This design comes from an exercise in tuning for small area, a short achievable clock period and few clock cycles per item on the open sky130 flow, not from production work. Only simulation tests tie the RTL to the original design; equivalence was not proved.

==> flow/design.v <==
`timescale 1ns / 1ps
module epoch_seconds_to_date (
    input  logic        i_clk,
    input  logic        i_rst_n,
    input  logic        start,
    output logic        busy,
    input  logic [31:0] i_epoch_seconds,
    output logic        o_done,
    output logic [11:0] o_year,
    output logic [3:0]  o_month,
    output logic [4:0]  o_day,
    output logic [4:0]  o_hour,
    output logic [5:0]  o_minute,
    output logic [5:0]  o_second
);
    localparam logic [31:0] SKIP_2100 = 32'd4107542400;
    logic [24:0] q;
    logic [0:0]  skip;
    assign q    = i_epoch_seconds[31:7];
    assign skip = i_epoch_seconds >= SKIP_2100;
    logic a1;
    logic a2;
    logic a3;
    logic a4;
    logic a5;
    logic a6;
    logic a7;
    logic a8;
    logic a9;
    logic a10;
    logic a11;
    logic a12;
    logic a13;
    logic a14;
    logic a15;
    logic a16;
    logic a17;
    logic a18;
    logic a19;
    logic a20;
    logic a21;
    logic a22;
    logic a23;
    logic a24;
    logic a25;
    logic a26;
    logic a27;
    logic a28;
    logic a29;
    logic a30;
    logic a31;
    logic a32;
    logic a33;
    logic a34;
    logic a35;
    logic a36;
    logic a37;
    logic a38;
    logic a39;
    logic a40;
    logic a41;
    logic a42;
    logic a43;
    logic a44;
    logic a45;
    logic a46;
    logic a47;
    logic a48;
    logic a49;
    logic a50;
    logic a51;
    logic a52;
    logic a53;
    logic a54;
    logic a55;
    logic a56;
    logic a57;
    logic a58;
    logic a59;
    logic a60;
    logic a61;
    logic a62;
    logic a63;
    logic a64;
    logic a65;
    logic a66;
    logic a67;
    logic a68;
    logic a69;
    logic a70;
    logic a71;
    logic a72;
    logic a73;
    logic a74;
    logic a75;
    logic a76;
    logic a77;
    logic a78;
    logic a79;
    logic a80;
    logic a81;
    logic a82;
    logic a83;
    logic a84;
    logic a85;
    logic a86;
    logic a87;
    logic a88;
    logic a89;
    logic a90;
    logic a91;
    logic a92;
    logic a93;
    logic a94;
    logic a95;
    logic a96;
    logic a97;
    logic a98;
    logic a99;
    logic a100;
    logic a101;
    logic a102;
    logic a103;
    logic a104;
    logic a105;
    logic a106;
    logic a107;
    logic a108;
    logic a109;
    logic a110;
    logic a111;
    logic a112;
    logic a113;
    logic a114;
    logic a115;
    logic a116;
    logic a117;
    logic a118;
    logic a119;
    logic a120;
    logic [13:0] dq_a, dq_b, dq_s;
    logic [10:0] dq;
    logic a121;
    logic a122;
    logic a123;
    logic a124;
    logic a125;
    logic a126;
    logic a127;
    logic a128;
    logic [8:0] n_yq_a, n_yq_b, n_yq_s;
    logic [7:0] n_yq;
    logic a129;
    logic a130;
    logic a131;
    logic a132;
    logic a133;
    logic a134;
    logic a135;
    logic a136;
    logic a137;
    logic a138;
    logic a139;
    logic a140;
    logic a141;
    logic a142;
    logic a143;
    logic a144;
    logic a145;
    logic a146;
    logic a147;
    logic a148;
    logic a149;
    logic a150;
    logic a151;
    logic a152;
    logic a153;
    logic a154;
    logic a155;
    logic a156;
    logic a157;
    logic a158;
    logic a159;
    logic a160;
    logic a161;
    logic a162;
    logic a163;
    logic a164;
    logic a165;
    logic a166;
    logic a167;
    logic a168;
    logic a169;
    logic a170;
    logic a171;
    logic a172;
    logic a173;
    logic a174;
    logic a175;
    logic a176;
    logic a177;
    logic a178;
    logic a179;
    logic a180;
    logic a181;
    logic [10:0] n_rem0_n_a, n_rem0_n_b, n_rem0_n_s;
    logic [10:0] n_rem0_n;
    logic [10:0] n_rem0;
    logic a182;
    logic a183;
    logic a184;
    logic a185;
    logic a186;
    logic a187;
    logic a188;
    logic a189;
    logic a190;
    logic a191;
    logic a192;
    logic a193;
    logic a194;
    logic a195;
    logic a196;
    logic a197;
    logic a198;
    logic a199;
    logic a200;
    logic a201;
    logic a202;
    logic a203;
    logic a204;
    logic a205;
    logic a206;
    logic a207;
    logic a208;
    logic a209;
    logic a210;
    logic a211;
    logic a212;
    logic a213;
    logic a214;
    logic a215;
    logic a216;
    logic a217;
    logic a218;
    logic a219;
    logic a220;
    logic a221;
    logic a222;
    logic a223;
    logic a224;
    logic a225;
    logic a226;
    logic a227;
    logic a228;
    logic a229;
    logic a230;
    logic a231;
    logic a232;
    logic a233;
    logic a234;
    logic a235;
    logic a236;
    logic a237;
    logic a238;
    logic a239;
    logic a240;
    logic a241;
    logic a242;
    logic a243;
    logic a244;
    logic a245;
    logic a246;
    logic a247;
    logic a248;
    logic a249;
    logic a250;
    logic a251;
    logic a252;
    logic a253;
    logic a254;
    logic a255;
    logic a256;
    logic a257;
    logic a258;
    logic a259;
    logic a260;
    logic a261;
    logic a262;
    logic a263;
    logic a264;
    logic a265;
    logic a266;
    logic a267;
    logic a268;
    logic a269;
    logic a270;
    logic a271;
    logic a272;
    logic a273;
    logic a274;
    logic a275;
    logic a276;
    logic a277;
    logic a278;
    logic a279;
    logic a280;
    logic a281;
    logic a282;
    logic a283;
    logic a284;
    logic a285;
    logic a286;
    logic a287;
    logic a288;
    logic [12:0] n_doy0_a, n_doy0_b, n_doy0_s;
    logic [9:0] n_doy0;
    esd_ha u_a1 (.a(q[19]), .b(q[16]), .s(a1), .co(a2));
    esd_ha u_a3 (.a(q[20]), .b(q[17]), .s(a3), .co(a4));
    esd_ha u_a5 (.a(q[21]), .b(q[18]), .s(a5), .co(a6));
    esd_ha u_a7 (.a(q[22]), .b(q[19]), .s(a7), .co(a8));
    esd_fa u_a9 (.a(q[21]), .b(q[18]), .c(q[8]), .s(a9), .co(a10));
    esd_fa u_a11 (.a(q[22]), .b(q[19]), .c(q[9]), .s(a11), .co(a12));
    esd_ha u_a13 (.a(q[17]), .b(q[14]), .s(a13), .co(a14));
    esd_fa u_a15 (.a(q[23]), .b(q[20]), .c(q[10]), .s(a15), .co(a16));
    esd_fa u_a17 (.a(q[18]), .b(q[15]), .c(q[8]), .s(a17), .co(a18));
    esd_ha u_a19 (.a(q[24]), .b(q[21]), .s(a19), .co(a20));
    assign a21 = ~q[11];
    esd_fa u_a22 (.a(a1), .b(q[9]), .c(a21), .s(a22), .co(a23));
    esd_ha u_a24 (.a(q[22]), .b(q[12]), .s(a24), .co(a25));
    esd_fa u_a26 (.a(a3), .b(q[10]), .c(a2), .s(a26), .co(a27));
    esd_ha u_a28 (.a(q[23]), .b(q[13]), .s(a28), .co(a29));
    esd_fa u_a30 (.a(a5), .b(q[11]), .c(a4), .s(a30), .co(a31));
    esd_ha u_a32 (.a(q[24]), .b(q[14]), .s(a32), .co(a33));
    esd_fa u_a34 (.a(a7), .b(q[12]), .c(a6), .s(a34), .co(a35));
    esd_fa u_a36 (.a(q[23]), .b(q[20]), .c(q[13]), .s(a36), .co(a37));
    assign a38 = a8 ^ q[15];
    assign a39 = a8 & ~q[15];
    esd_fa u_a40 (.a(q[24]), .b(q[21]), .c(q[14]), .s(a40), .co(a41));
    assign a42 = ~q[17];
    esd_fa u_a43 (.a(q[22]), .b(q[15]), .c(a42), .s(a43), .co(a44));
    esd_ha u_a45 (.a(q[23]), .b(q[16]), .s(a45), .co(a46));
    esd_ha u_a47 (.a(q[24]), .b(q[17]), .s(a47), .co(a48));
    esd_ha u_a49 (.a(q[16]), .b(q[13]), .s(a49), .co(a50));
    assign a51 = ~a11;
    esd_fa u_a52 (.a(a13), .b(q[7]), .c(a51), .s(a52), .co(a53));
    assign a54 = ~a15;
    esd_fa u_a55 (.a(a17), .b(a14), .c(a54), .s(a55), .co(a56));
    assign a57 = ~a19;
    esd_fa u_a58 (.a(a22), .b(a18), .c(a57), .s(a58), .co(a59));
    assign a60 = ~a24;
    esd_fa u_a61 (.a(a26), .b(a23), .c(a60), .s(a61), .co(a62));
    assign a63 = ~a28;
    esd_fa u_a64 (.a(a30), .b(a27), .c(a63), .s(a64), .co(a65));
    assign a66 = ~a32;
    esd_fa u_a67 (.a(a34), .b(a31), .c(a66), .s(a67), .co(a68));
    assign a69 = ~a38;
    esd_fa u_a70 (.a(a36), .b(a35), .c(a69), .s(a70), .co(a71));
    esd_fa u_a72 (.a(a40), .b(q[16]), .c(a37), .s(a72), .co(a73));
    assign a74 = a43 ^ a41;
    assign a75 = a43 | a41;
    assign a76 = ~q[18];
    esd_fa u_a77 (.a(a45), .b(a44), .c(a76), .s(a77), .co(a78));
    assign a79 = ~q[19];
    esd_fa u_a80 (.a(a47), .b(a46), .c(a79), .s(a80), .co(a81));
    assign a82 = ~q[20];
    esd_fa u_a83 (.a(q[18]), .b(a48), .c(a82), .s(a83), .co(a84));
    esd_ha u_a85 (.a(a49), .b(q[6]), .s(a85), .co(a86));
    assign a87 = ~a10;
    esd_fa u_a88 (.a(a52), .b(a50), .c(a87), .s(a88), .co(a89));
    assign a90 = ~a12;
    esd_fa u_a91 (.a(a55), .b(a53), .c(a90), .s(a91), .co(a92));
    assign a93 = ~a16;
    esd_fa u_a94 (.a(a58), .b(a56), .c(a93), .s(a94), .co(a95));
    assign a96 = ~a20;
    esd_fa u_a97 (.a(a61), .b(a59), .c(a96), .s(a97), .co(a98));
    assign a99 = ~a25;
    esd_fa u_a100 (.a(a64), .b(a62), .c(a99), .s(a100), .co(a101));
    assign a102 = ~a29;
    esd_fa u_a103 (.a(a67), .b(a65), .c(a102), .s(a103), .co(a104));
    assign a105 = ~a33;
    esd_fa u_a106 (.a(a70), .b(a68), .c(a105), .s(a106), .co(a107));
    esd_fa u_a108 (.a(a72), .b(a39), .c(a71), .s(a108), .co(a109));
    assign a110 = ~a73;
    esd_fa u_a111 (.a(a74), .b(q[16]), .c(a110), .s(a111), .co(a112));
    assign a113 = a77 ^ a75;
    assign a114 = a77 | a75;
    assign a115 = a80 ^ a78;
    assign a116 = a80 | a78;
    assign a117 = a83 ^ a81;
    assign a118 = a83 | a81;
    esd_fa u_a119 (.a(q[21]), .b(q[19]), .c(a84), .s(a119), .co(a120));
    assign dq_a = {a119, a117, a115, a113, a111, a108, a106, a103, a100, a97, a94, a91, a88, a85};
    assign dq_b = {a118, a116, a114, a112, a109, a107, a104, a101, a98, a95, a92, a89, a86, a9};
    esd_add #(.W(14), .IA(14'd7680), .IB(14'd1025), .MA(14'd0), .MB(14'd0), .KA(14'd0), .KB(14'd0)) u_dq (.a(dq_a), .b(dq_b), .s(dq_s));
    assign dq = dq_s[13:3];
    esd_ha u_a121 (.a(q[21]), .b(q[17]), .s(a121), .co(a122));
    esd_ha u_a123 (.a(q[22]), .b(q[18]), .s(a123), .co(a124));
    assign a125 = q[23] ^ q[19];
    assign a126 = q[23] | q[19];
    esd_ha u_a127 (.a(q[24]), .b(q[20]), .s(a127), .co(a128));
    assign n_yq_a = {1'b0, q[24], q[23], q[22], q[21], a127, ~a125, a123, a121};
    assign n_yq_b = {1'b0, 1'b0, 1'b0, 1'b0, a128, a126, a124, a122, 1'b1};
    assign n_yq_s = n_yq_a + n_yq_b;
    assign n_yq = n_yq_s[8:1];
    esd_ha u_a129 (.a(dq[7]), .b(dq[6]), .s(a129), .co(a130));
    esd_fa u_a131 (.a(dq[8]), .b(dq[7]), .c(dq[3]), .s(a131), .co(a132));
    esd_fa u_a133 (.a(dq[9]), .b(dq[8]), .c(dq[4]), .s(a133), .co(a134));
    esd_ha u_a135 (.a(dq[2]), .b(dq[0]), .s(a135), .co(a136));
    esd_fa u_a137 (.a(dq[10]), .b(dq[9]), .c(dq[5]), .s(a137), .co(a138));
    assign a139 = ~q[10];
    esd_fa u_a140 (.a(dq[3]), .b(dq[1]), .c(a139), .s(a140), .co(a141));
    esd_ha u_a142 (.a(dq[5]), .b(dq[4]), .s(a142), .co(a143));
    esd_fa u_a144 (.a(dq[6]), .b(dq[5]), .c(dq[1]), .s(a144), .co(a145));
    esd_fa u_a146 (.a(a129), .b(dq[2]), .c(dq[0]), .s(a146), .co(a147));
    esd_fa u_a148 (.a(a131), .b(dq[1]), .c(a130), .s(a148), .co(a149));
    esd_fa u_a150 (.a(a133), .b(a135), .c(a132), .s(a150), .co(a151));
    esd_fa u_a152 (.a(a137), .b(a140), .c(a134), .s(a152), .co(a153));
    esd_ha u_a154 (.a(dq[1]), .b(dq[0]), .s(a154), .co(a155));
    assign a156 = ~q[2];
    esd_fa u_a157 (.a(dq[2]), .b(dq[1]), .c(a156), .s(a157), .co(a158));
    assign a159 = ~q[3];
    esd_fa u_a160 (.a(dq[3]), .b(dq[2]), .c(a159), .s(a160), .co(a161));
    assign a162 = ~q[4];
    esd_fa u_a163 (.a(dq[4]), .b(dq[3]), .c(a162), .s(a163), .co(a164));
    assign a165 = ~q[5];
    esd_fa u_a166 (.a(a142), .b(dq[0]), .c(a165), .s(a166), .co(a167));
    assign a168 = ~q[6];
    esd_fa u_a169 (.a(a144), .b(a143), .c(a168), .s(a169), .co(a170));
    assign a171 = ~q[7];
    esd_fa u_a172 (.a(a146), .b(a145), .c(a171), .s(a172), .co(a173));
    assign a174 = ~q[8];
    esd_fa u_a175 (.a(a148), .b(a147), .c(a174), .s(a175), .co(a176));
    assign a177 = ~q[9];
    esd_fa u_a178 (.a(a150), .b(a149), .c(a177), .s(a178), .co(a179));
    esd_fa u_a180 (.a(a152), .b(a136), .c(a151), .s(a180), .co(a181));
    assign n_rem0_n_a = {a180, a178, a175, a172, a169, a166, a163, a160, a157, a154, ~q[0]};
    assign n_rem0_n_b = {a179, a176, a173, a170, a167, a164, a161, a158, a155, ~q[1], dq[0]};
    assign n_rem0_n_s = n_rem0_n_a + n_rem0_n_b;
    assign n_rem0_n = n_rem0_n_s[10:0];
    assign n_rem0 = ~n_rem0_n;
    esd_ha u_a182 (.a(n_yq[3]), .b(n_yq[1]), .s(a182), .co(a183));
    esd_ha u_a184 (.a(n_yq[4]), .b(n_yq[2]), .s(a184), .co(a185));
    esd_ha u_a186 (.a(n_yq[5]), .b(n_yq[3]), .s(a186), .co(a187));
    esd_ha u_a188 (.a(n_yq[6]), .b(n_yq[4]), .s(a188), .co(a189));
    esd_fa u_a190 (.a(n_yq[7]), .b(n_yq[5]), .c(n_yq[2]), .s(a190), .co(a191));
    assign a192 = n_yq[0] ^ n_yq[2];
    assign a193 = n_yq[0] | n_yq[2];
    esd_ha u_a194 (.a(n_yq[2]), .b(n_yq[0]), .s(a194), .co(a195));
    esd_ha u_a196 (.a(n_yq[5]), .b(n_yq[7]), .s(a196), .co(a197));
    assign a198 = ~n_yq[6];
    esd_fa u_a199 (.a(a184), .b(a183), .c(a198), .s(a199), .co(a200));
    esd_fa u_a201 (.a(a186), .b(n_yq[0]), .c(a185), .s(a201), .co(a202));
    esd_fa u_a203 (.a(a188), .b(n_yq[1]), .c(a187), .s(a203), .co(a204));
    assign a205 = ~n_yq[0];
    esd_fa u_a206 (.a(a190), .b(a189), .c(a205), .s(a206), .co(a207));
    esd_ha u_a208 (.a(a192), .b(skip[0]), .s(a208), .co(a209));
    esd_fa u_a210 (.a(n_yq[1]), .b(n_yq[3]), .c(a193), .s(a210), .co(a211));
    assign a212 = ~n_yq[0];
    esd_fa u_a213 (.a(n_yq[2]), .b(n_yq[4]), .c(a212), .s(a213), .co(a214));
    assign a215 = ~n_yq[1];
    esd_fa u_a216 (.a(n_yq[3]), .b(n_yq[5]), .c(a215), .s(a216), .co(a217));
    assign a218 = ~a194;
    esd_fa u_a219 (.a(n_yq[4]), .b(n_yq[6]), .c(a218), .s(a219), .co(a220));
    assign a221 = ~a196;
    esd_fa u_a222 (.a(a182), .b(a195), .c(a221), .s(a222), .co(a223));
    assign a224 = ~a199;
    esd_ha u_a225 (.a(a197), .b(a224), .s(a225), .co(a226));
    assign a227 = ~n_yq[7];
    esd_fa u_a228 (.a(a201), .b(a200), .c(a227), .s(a228), .co(a229));
    assign a230 = a203 ^ a202;
    assign a231 = a203 | a202;
    assign a232 = a206 ^ a204;
    assign a233 = a206 | a204;
    esd_ha u_a234 (.a(a94), .b(a92), .s(a234), .co(a235));
    esd_fa u_a236 (.a(a97), .b(a95), .c(a209), .s(a236), .co(a237));
    assign a238 = ~a213;
    esd_fa u_a239 (.a(a100), .b(a98), .c(a238), .s(a239), .co(a240));
    assign a241 = ~a216;
    esd_fa u_a242 (.a(a103), .b(a101), .c(a241), .s(a242), .co(a243));
    assign a244 = ~a219;
    esd_fa u_a245 (.a(a106), .b(a104), .c(a244), .s(a245), .co(a246));
    esd_fa u_a247 (.a(a108), .b(a107), .c(a222), .s(a247), .co(a248));
    assign a249 = ~a111;
    esd_fa u_a250 (.a(a109), .b(a223), .c(a249), .s(a250), .co(a251));
    esd_fa u_a252 (.a(a113), .b(a112), .c(a226), .s(a252), .co(a253));
    assign a254 = ~a115;
    esd_fa u_a255 (.a(a114), .b(a229), .c(a254), .s(a255), .co(a256));
    assign a257 = ~a117;
    esd_fa u_a258 (.a(a116), .b(a231), .c(a257), .s(a258), .co(a259));
    esd_ha u_a260 (.a(a234), .b(a208), .s(a260), .co(a261));
    assign a262 = ~a210;
    esd_fa u_a263 (.a(a236), .b(a235), .c(a262), .s(a263), .co(a264));
    assign a265 = ~a211;
    esd_fa u_a266 (.a(a239), .b(a237), .c(a265), .s(a266), .co(a267));
    assign a268 = ~a214;
    esd_fa u_a269 (.a(a242), .b(a240), .c(a268), .s(a269), .co(a270));
    assign a271 = ~a217;
    esd_fa u_a272 (.a(a245), .b(a243), .c(a271), .s(a272), .co(a273));
    assign a274 = ~a220;
    esd_fa u_a275 (.a(a247), .b(a246), .c(a274), .s(a275), .co(a276));
    assign a277 = ~a225;
    esd_fa u_a278 (.a(a250), .b(a248), .c(a277), .s(a278), .co(a279));
    assign a280 = ~a252;
    esd_fa u_a281 (.a(a228), .b(a251), .c(a280), .s(a281), .co(a282));
    assign a283 = ~a255;
    esd_fa u_a284 (.a(a230), .b(a253), .c(a283), .s(a284), .co(a285));
    assign a286 = ~a232;
    esd_fa u_a287 (.a(a258), .b(a256), .c(a286), .s(a287), .co(a288));
    assign n_doy0_a = {a287, ~a284, a281, a278, a275, a272, a269, a266, a263, a260, a91, a88, a85};
    assign n_doy0_b = {~a285, a282, a279, a276, a273, a270, a267, a264, a261, 1'b1, a89, a86, ~a9};
    assign n_doy0_s = n_doy0_a + n_doy0_b;
    assign n_doy0 = n_doy0_s[12:3];
    logic        r_vld;
    logic [10:0] r_rem0;
    logic [9:0]  r_doy0;
    logic [7:0]  r_yq;
    logic [6:0]  r_s7;        
    always_ff @(posedge i_clk) begin
        if (!i_rst_n) r_vld <= 1'b0;
        else          r_vld <= start;
    end
    always_ff @(posedge i_clk) begin
        r_rem0 <= n_rem0;
        r_doy0 <= n_doy0;
        r_yq   <= n_yq;
        r_s7   <= i_epoch_seconds[6:0];
    end
    logic        negr;
    logic        negy;
    logic        lz;
    logic        wrap;
    logic [8:0]  doyb;
    logic [8:0]  base;
    logic [8:0]  doy;         
    logic [3:0]  mp;          
    logic [8:0]  mstart;
    logic        jf;          
    logic [11:0] year_m1, year_0, year_p1;
    assign negr = r_rem0[10];
    assign negy = r_doy0[9];
    assign lz   = r_yq[1:0] == 2'd0;
    assign doyb = r_doy0[8:0] + 9'd365 + 9'(lz);
    assign base = negy ? doyb : r_doy0[8:0];
    assign wrap = negr && (base == 9'd0);
    assign doy  = wrap ? 9'd364 + 9'(lz) : base - 9'(negr);
    assign year_m1 = 12'd1967 + 12'(r_yq);
    assign year_0  = 12'd1968 + 12'(r_yq);
    assign year_p1 = 12'd1969 + 12'(r_yq);
    always_comb begin
        mp = 4'd0;
        if (doy >= 9'd31)  mp = 4'd1;
        if (doy >= 9'd61)  mp = 4'd2;
        if (doy >= 9'd92)  mp = 4'd3;
        if (doy >= 9'd122) mp = 4'd4;
        if (doy >= 9'd153) mp = 4'd5;
        if (doy >= 9'd184) mp = 4'd6;
        if (doy >= 9'd214) mp = 4'd7;
        if (doy >= 9'd245) mp = 4'd8;
        if (doy >= 9'd275) mp = 4'd9;
        if (doy >= 9'd306) mp = 4'd10;
        if (doy >= 9'd337) mp = 4'd11;
        case (mp)
            4'd0:    mstart = 9'd0;
            4'd1:    mstart = 9'd31;
            4'd2:    mstart = 9'd61;
            4'd3:    mstart = 9'd92;
            4'd4:    mstart = 9'd122;
            4'd5:    mstart = 9'd153;
            4'd6:    mstart = 9'd184;
            4'd7:    mstart = 9'd214;
            4'd8:    mstart = 9'd245;
            4'd9:    mstart = 9'd275;
            4'd10:   mstart = 9'd306;
            default: mstart = 9'd337;
        endcase
    end
    logic [13:0] u;
    logic [15:0] x;
    logic w1;
    logic w2;
    logic w3;
    logic w4;
    logic w5;
    logic w6;
    logic w7;
    logic w8;
    logic w9;
    logic w10;
    logic w11;
    logic w12;
    logic w13;
    logic w14;
    logic w15;
    logic w16;
    logic w17;
    logic w18;
    logic w19;
    logic w20;
    logic w21;
    logic w22;
    logic w23;
    logic w24;
    logic w25;
    logic w26;
    logic w27;
    logic w28;
    logic w29;
    logic w30;
    logic w31;
    logic w32;
    logic w33;
    logic w34;
    logic w35;
    logic w36;
    logic w37;
    logic w38;
    logic w39;
    logic w40;
    logic w41;
    logic w42;
    logic w43;
    logic w44;
    logic w45;
    logic w46;
    logic w47;
    logic w48;
    logic w49;
    logic w50;
    logic w51;
    logic w52;
    logic w53;
    logic w54;
    logic w55;
    logic w56;
    logic w57;
    logic w58;
    logic w59;
    logic w60;
    logic w61;
    logic w62;
    logic w63;
    logic w64;
    logic w65;
    logic w66;
    logic w67;
    logic w68;
    logic w69;
    logic w70;
    logic w71;
    logic w72;
    logic w73;
    logic w74;
    logic w75;
    logic [13:0] h0_a, h0_b, h0_s;
    logic [4:0] h0;
    logic w76;
    logic w77;
    logic w78;
    logic w79;
    logic w80;
    logic w81;
    logic w82;
    logic w83;
    logic w84;
    logic w85;
    logic w86;
    logic w87;
    logic w88;
    logic w89;
    logic w90;
    logic w91;
    logic w92;
    logic w93;
    logic w94;
    logic w95;
    logic w96;
    logic w97;
    logic w98;
    logic w99;
    logic w100;
    logic w101;
    logic w102;
    logic w103;
    logic w104;
    logic w105;
    logic w106;
    logic w107;
    logic w108;
    logic w109;
    logic w110;
    logic w111;
    logic w112;
    logic w113;
    logic w114;
    logic w115;
    logic w116;
    logic w117;
    logic w118;
    logic w119;
    logic w120;
    logic w121;
    logic w122;
    logic w123;
    logic w124;
    logic w125;
    logic w126;
    logic w127;
    logic w128;
    logic w129;
    logic w130;
    logic w131;
    logic w132;
    logic w133;
    logic w134;
    logic w135;
    logic w136;
    logic w137;
    logic w138;
    logic w139;
    logic w140;
    logic w141;
    logic w142;
    logic [11:0] mt0_a, mt0_b, mt0_s;
    logic [5:0] mt0;
    assign u = {r_rem0, r_s7[6:4]};
    assign x = {r_rem0, r_s7[6:2]};
    esd_ha u_w1 (.a(u[9]), .b(u[7]), .s(w1), .co(w2));
    esd_fa u_w3 (.a(u[10]), .b(u[8]), .c(u[7]), .s(w3), .co(w4));
    esd_ha u_w5 (.a(u[3]), .b(u[0]), .s(w5), .co(w6));
    esd_fa u_w7 (.a(u[11]), .b(u[9]), .c(u[8]), .s(w7), .co(w8));
    esd_ha u_w9 (.a(u[4]), .b(u[1]), .s(w9), .co(w10));
    esd_fa u_w11 (.a(u[12]), .b(u[10]), .c(u[9]), .s(w11), .co(w12));
    esd_ha u_w13 (.a(u[5]), .b(u[2]), .s(w13), .co(w14));
    esd_fa u_w15 (.a(u[11]), .b(u[10]), .c(u[6]), .s(w15), .co(w16));
    assign w17 = ~u[3];
    esd_ha u_w18 (.a(u[13]), .b(w17), .s(w18), .co(w19));
    esd_fa u_w20 (.a(u[12]), .b(u[11]), .c(u[7]), .s(w20), .co(w21));
    esd_fa u_w22 (.a(u[12]), .b(u[8]), .c(u[5]), .s(w22), .co(w23));
    esd_ha u_w24 (.a(w1), .b(u[6]), .s(w24), .co(w25));
    esd_fa u_w26 (.a(w3), .b(w5), .c(w2), .s(w26), .co(w27));
    esd_fa u_w28 (.a(w7), .b(w9), .c(w4), .s(w28), .co(w29));
    esd_fa u_w30 (.a(w11), .b(w13), .c(w8), .s(w30), .co(w31));
    esd_fa u_w32 (.a(w15), .b(w12), .c(w14), .s(w32), .co(w33));
    assign w34 = ~u[4];
    esd_fa u_w35 (.a(w20), .b(w16), .c(w34), .s(w35), .co(w36));
    esd_fa u_w37 (.a(w22), .b(w21), .c(u[4]), .s(w37), .co(w38));
    esd_fa u_w39 (.a(u[9]), .b(u[6]), .c(w23), .s(w39), .co(w40));
    esd_ha u_w41 (.a(u[10]), .b(u[7]), .s(w41), .co(w42));
    esd_ha u_w43 (.a(u[11]), .b(u[8]), .s(w43), .co(w44));
    esd_ha u_w45 (.a(u[12]), .b(u[9]), .s(w45), .co(w46));
    esd_ha u_w47 (.a(w24), .b(u[2]), .s(w47), .co(w48));
    assign w49 = w26 ^ w25;
    assign w50 = w26 | w25;
    esd_fa u_w51 (.a(w28), .b(w6), .c(w27), .s(w51), .co(w52));
    esd_fa u_w53 (.a(w30), .b(w10), .c(w29), .s(w53), .co(w54));
    assign w55 = ~w18;
    esd_fa u_w56 (.a(w32), .b(w31), .c(w55), .s(w56), .co(w57));
    assign w58 = ~w19;
    esd_fa u_w59 (.a(w35), .b(w33), .c(w58), .s(w59), .co(w60));
    assign w61 = ~u[13];
    esd_fa u_w62 (.a(w37), .b(w36), .c(w61), .s(w62), .co(w63));
    assign w64 = ~u[13];
    esd_fa u_w65 (.a(w39), .b(w38), .c(w64), .s(w65), .co(w66));
    assign w67 = w41 ^ w40;
    assign w68 = w41 | w40;
    assign w69 = w43 ^ w42;
    assign w70 = w43 | w42;
    assign w71 = w45 ^ w44;
    assign w72 = w45 | w44;
    assign w73 = ~u[13];
    esd_fa u_w74 (.a(u[10]), .b(w46), .c(w73), .s(w74), .co(w75));
    assign h0_a = {~u[12], ~u[11], w74, ~w71, ~w69, ~w67, w65, w62, w59, w56, w53, w51, ~w49, w47};
    assign h0_b = {u[11], w75, w72, w70, w68, w66, w63, w60, w57, w54, w52, w50, w48, ~u[13]};
    assign h0_s = h0_a + h0_b;
    assign h0 = h0_s[13:9];
    esd_ha u_w76 (.a(x[11]), .b(x[7]), .s(w76), .co(w77));
    esd_ha u_w78 (.a(x[12]), .b(x[8]), .s(w78), .co(w79));
    esd_ha u_w80 (.a(x[13]), .b(x[9]), .s(w80), .co(w81));
    esd_ha u_w82 (.a(x[14]), .b(x[10]), .s(w82), .co(w83));
    esd_fa u_w84 (.a(x[11]), .b(x[7]), .c(x[3]), .s(w84), .co(w85));
    esd_ha u_w86 (.a(x[12]), .b(x[8]), .s(w86), .co(w87));
    esd_ha u_w88 (.a(x[13]), .b(x[9]), .s(w88), .co(w89));
    esd_ha u_w90 (.a(x[14]), .b(x[10]), .s(w90), .co(w91));
    esd_ha u_w92 (.a(x[14]), .b(x[10]), .s(w92), .co(w93));
    assign w94 = ~x[15];
    esd_fa u_w95 (.a(w76), .b(x[3]), .c(w94), .s(w95), .co(w96));
    esd_fa u_w97 (.a(w78), .b(x[4]), .c(x[0]), .s(w97), .co(w98));
    esd_fa u_w99 (.a(w80), .b(x[5]), .c(x[1]), .s(w99), .co(w100));
    esd_fa u_w101 (.a(w82), .b(x[6]), .c(x[2]), .s(w101), .co(w102));
    assign w103 = ~x[15];
    esd_fa u_w104 (.a(w84), .b(w83), .c(w103), .s(w104), .co(w105));
    esd_fa u_w106 (.a(w86), .b(x[4]), .c(w85), .s(w106), .co(w107));
    esd_fa u_w108 (.a(w88), .b(x[5]), .c(w87), .s(w108), .co(w109));
    esd_fa u_w110 (.a(w90), .b(x[6]), .c(w89), .s(w110), .co(w111));
    esd_fa u_w112 (.a(x[11]), .b(x[7]), .c(w91), .s(w112), .co(w113));
    esd_ha u_w114 (.a(x[12]), .b(x[8]), .s(w114), .co(w115));
    esd_ha u_w116 (.a(x[13]), .b(x[9]), .s(w116), .co(w117));
    esd_ha u_w118 (.a(w92), .b(x[6]), .s(w118), .co(w119));
    assign w120 = w95 ^ w93;
    assign w121 = w95 | w93;
    esd_fa u_w122 (.a(w97), .b(w77), .c(w96), .s(w122), .co(w123));
    esd_fa u_w124 (.a(w99), .b(w79), .c(w98), .s(w124), .co(w125));
    esd_fa u_w126 (.a(w101), .b(w81), .c(w100), .s(w126), .co(w127));
    assign w128 = w104 ^ w102;
    assign w129 = w104 | w102;
    assign w130 = w106 ^ w105;
    assign w131 = w106 | w105;
    assign w132 = w108 ^ w107;
    assign w133 = w108 | w107;
    assign w134 = w110 ^ w109;
    assign w135 = w110 | w109;
    assign w136 = ~x[15];
    esd_fa u_w137 (.a(w112), .b(w111), .c(w136), .s(w137), .co(w138));
    assign w139 = w114 ^ w113;
    assign w140 = w114 | w113;
    assign w141 = w116 ^ w115;
    assign w142 = w116 | w115;
    assign mt0_a = {~w141, ~w139, w137, ~w134, ~w132, ~w130, ~w128, w126, w124, w122, ~w120, w118};
    assign mt0_b = {w140, w138, w135, w133, w131, w129, w127, w125, w123, w121, w119, x[2]};
    assign mt0_s = mt0_a + mt0_b;
    assign mt0 = mt0_s[11:6];
    assign busy     = 1'b0;
    assign o_done   = r_vld;
    assign jf       = doy >= 9'd306;
    assign o_year   = (jf == (negy || wrap)) ? year_0 : (jf ? year_p1 : year_m1);
    assign o_month  = jf ? mp - 4'd9 : mp + 4'd3;
    assign o_day    = 5'(doy) - 5'(mstart) + 5'd1;
    assign o_hour   = h0 + (negr ? 5'd24 : 5'd0);
    assign o_minute = mt0 + {h0[3:0], 2'b00};
    assign o_second = {x[3:0] + mt0[3:0], r_s7[1:0]};
endmodule
module esd_fa (
    input  logic a,
    input  logic b,
    input  logic c,
    output logic s,
    output logic co
);
    assign s  = a ^ b ^ c;
    assign co = (a & b) | (a & c) | (b & c);
endmodule
module esd_ha (
    input  logic a,
    input  logic b,
    output logic s,
    output logic co
);
    assign s  = a ^ b;
    assign co = a & b;
endmodule
module esd_add #(
    parameter int W = 8,
    parameter logic [W-1:0] IA = '0,
    parameter logic [W-1:0] IB = '0,
    parameter logic [W-1:0] MA = '0,
    parameter logic [W-1:0] MB = '0,
    parameter logic [W-1:0] KA = '0,
    parameter logic [W-1:0] KB = '0
) (
    input  logic [W-1:0] a,
    input  logic [W-1:0] b,
    output logic [W-1:0] s
);
    logic [W-1:0] ea, eb;
    assign ea = ((a ^ IA) & ~MA) | (KA & MA);
    assign eb = ((b ^ IB) & ~MB) | (KB & MB);
    assign s  = ea + eb;
endmodule
==> flow/flow/run.sh <==
#!/bin/bash
# Standard layout (bash standard.sh, its synthesis unchanged), with the ports
# buffered by buf_2 cells and timing repair aiming for a larger setup slack.
set -e
cp standard.sh standard.sh.log
export BUFFER_PORTS_ARGS="-buffer_cell sky130_fd_sc_hd__buf_2"
export SETUP_SLACK_MARGIN=9.3
bash standard.sh > standard_run.log 2>&1
==> flow/standard.sh <==
#!/bin/bash
# synth_recipe.tcl (not shown) runs the flow's synth.tcl, then flattens the netlist and writes it again
# the make line also repeats each setting of config.mk as NAME=value (left out here)
make -C /OpenROAD-flow-scripts/flow DESIGN_CONFIG=/design/flow/config.mk WORK_HOME=/design/flow/orfs CLKGATE_MAP_FILE= SYNTH_SCRIPT=/design/flow/synth_recipe.tcl "${@:-finish}"
==> flow/config.mk <==
export PLATFORM = sky130hd
export DESIGN_NAME = epoch_seconds_to_date
export DESIGN_NICKNAME = epoch_seconds_to_date
export VERILOG_FILES = /design/flow/design.v
export SDC_FILE = /design/flow/constraint.sdc
export NUM_CORES = 4
export LEC_CHECK = 0
export CAP_MARGIN = 20
export CORE_MARGIN = 2
export CORE_UTILIZATION = 40
export SLEW_MARGIN = 20
export SYNTH_HIERARCHICAL = 1
==> flow/constraint.sdc <==
create_clock -name core_clock -period 20.0 [get_ports {i_clk}]
set_input_delay 4.0000 -clock core_clock [delete_from_list [all_inputs] [get_ports {i_clk}]]
set_output_delay 4.0000 -clock core_clock [all_outputs]
set_load 0.01 [all_outputs]
==> flow_summary.ini <==
[setup_path]
crit_family = compound AO/OA/AOI/OAI gates
critical_path_buf_inv_count = 3
path_class = reg -> out
crit_fanout = 10
cp.arrival_ns = 6.15
max_stage_delay_ns = 0.53
crit_top_cell = ha_1
critPathCaptureType = primary output
slowest_stage = or3_1
cp.required_ns = 16.00
start_kind = register
cp-startpoint = r_yq[0]

[global_routing]
antenna_found_initial = 0
grt_remaining_overflow = 0
grt_pass1_vias = 6665
grt_pass1_wl_um = 32100
grt_start_max_net_pins = 22
grtUsageTotal = 0.168

[routing]
ant_nets = 0
avgViaCountPerCell = 5.02
drtIter0Drc = 378
vias = 6486
dr.pass1.iters = 4
finalWirelength_um = 18700
drc_errors = 0
wire_per_inst_um = 14.5

[cts]
clkTransAtPathRegs_ns = 0.06
cts_sinks = 37
cts_buffer_depth = 2
h-tree-depth = 2
numCtsBuffers = 5
cts_tree = built
cts_root_buf = clkbuf_16
holdBufCountCts = 0

[timing]
fin_tns_setup_ns = 0
max_slew_margin = 0.452
worst_pin_slew_ns = 0.816
finalHoldViolCount = 0
min_period_over_period = 0.508
period_minus_slack_ns = 10.15
fmax_mhz = 98.5
rsz0062_at_grt = no
setup_violations = 0
slew_violations = 0

[place]
placed_cells = 1280
dpl.hpwl_um = 16100
gp_congestion = 0.837
portBuffers = 73

[min_path]
hold_end = r_s7[0]
worstHoldStart = i_epoch_seconds[0]
worstHoldPathType = in -> reg
holdPathStages = 1

[logic_synthesis]
syn_inst = 946
syn_nets = 1261
syn-cell-area_sq_um = 8760
ys_warn_count = 7
avgSynthCellArea_sq_um = 9.26

[layout]
drive_gt1_frac = 0.112
antenna_cells = 0
fin_nets = 1327
area_growth_pct = 9.90
fin_cells = 1293

[floorplan]
io_pins = 75
core_sq_um = 21700
num_rows = 54
die_w_um = 152
die_area_sq_um = 23100
initial_core_util = 0.404
die_y_um = 152

[flow_run]
drv_cap = 0

[status]
status = complete, no violations
-- cell usage in the layout (no fill, tap or decap), types with 15 or more instances in the layout --
master and n:
nand2_1 41, dfxtp_1 37, inv_1 164, buf_2 73, nor2_1 64, nor3_1 15, xor2_1 19, xnor2_1 44
a21o_1 15, o21ai_0 36, ha_1 160, nand2b_1 15, a21oi_1 44, fa_1 120
-- sequential cells by signal, indices dropped and copies added, names as in the netlist --
register / count
r_rem0: 11
r_doy0: 10
r_s7: 7
r_vld: 1
r_yq: 8
-- how the worst max path moves through the flow --
stage	endpoint	slack, ns	cells past startpoint
CTS	o_day[4]	9.33	28
global route	o_day[4]	9.36	28
finish	o_day[4]	9.85	26
floorplan	r_rem0[10]	10.47	19
global placement	o_day[4]	9.66	28
detailed placement	o_day[4]	9.40	28
-- layout make-up --
cell class | instances | area (sq um)
clock buffer | 5 | 125
sequential | 37 | 741
timing repair buffer | 78 | 403
fill | 2115 | 12100
tap | 280 | 350
inverter | 164 | 616
clock inverter | 3 | 68.8
multi-input combinational | 726 | 7320
-- per-layer routing --
| metal | GRT usage | vias to the layer above | share of wire |
|---|---|---|---|
| met3 | 0.0174 | 13 | 0.021 |
| met4 | 0.0423 | 0 | 0.015 |
| met1 | 0.222 | 3112 | 0.47 |
| met5 | 0 | - | 0 |
| met2 | 0.293 | 90 | 0.49 |
| li1 | - | 3271 | - |
-- what timing repair did --
action | CTS | global route
resized for setup | 1 | 4
endpoints found under the setup margin | 1 | 3
buffers inserted | 0 | 5
pin swaps | 0 | 2
hold endpoints to repair | 0 | 0
-- per-stage QoR --
step           setup WS, ns  instance area [sq um]  utilization  hold WS, ns
2_1_floorplan         10.47                   8760            -         4.03
3_3_place_gp           9.66                   9360        0.432         4.10
3_5_place_dp           9.40                   9360        0.432         4.10
4_1_cts                9.33                   9560        0.441         3.79
5_1_grt                9.36                   9620        0.444         3.80
6_report               9.85                   9620        0.444         3.81
Testbench counts, summed over its fixed seeds: cycles 3,208, items 3,200.

## what the ideal ports hide
How much do the figures lean on ideal ports? The routed layout below was timed once more, with nothing changed but the port constraints.
Step 1 (the two cells are an assumption about what drives the block):
set clk [get_ports {i_clk}]
set_driving_cell -lib_cell sky130_fd_sc_hd__clkbuf_16 $clk
set_driving_cell -lib_cell sky130_fd_sc_hd__buf_2 [delete_from_list [all_inputs] $clk]
Step 2, shift: input delay + t, output delay - t, t = (earliest + latest rising clock arrival at the registers) / 2. This alone moves slack from input paths to output paths.
Three values: ideal ports, drivers, drivers and shift; two values: the first two.
t (ns): 0.332
setup WS [ns]: 9.846 / 9.803 / 10.001
worst setup path after step 2: input to register
After both steps setup and hold are still met in this run. The setup slack of this run moves by -0.043 ns with the drivers and by +0.155 ns with both steps.
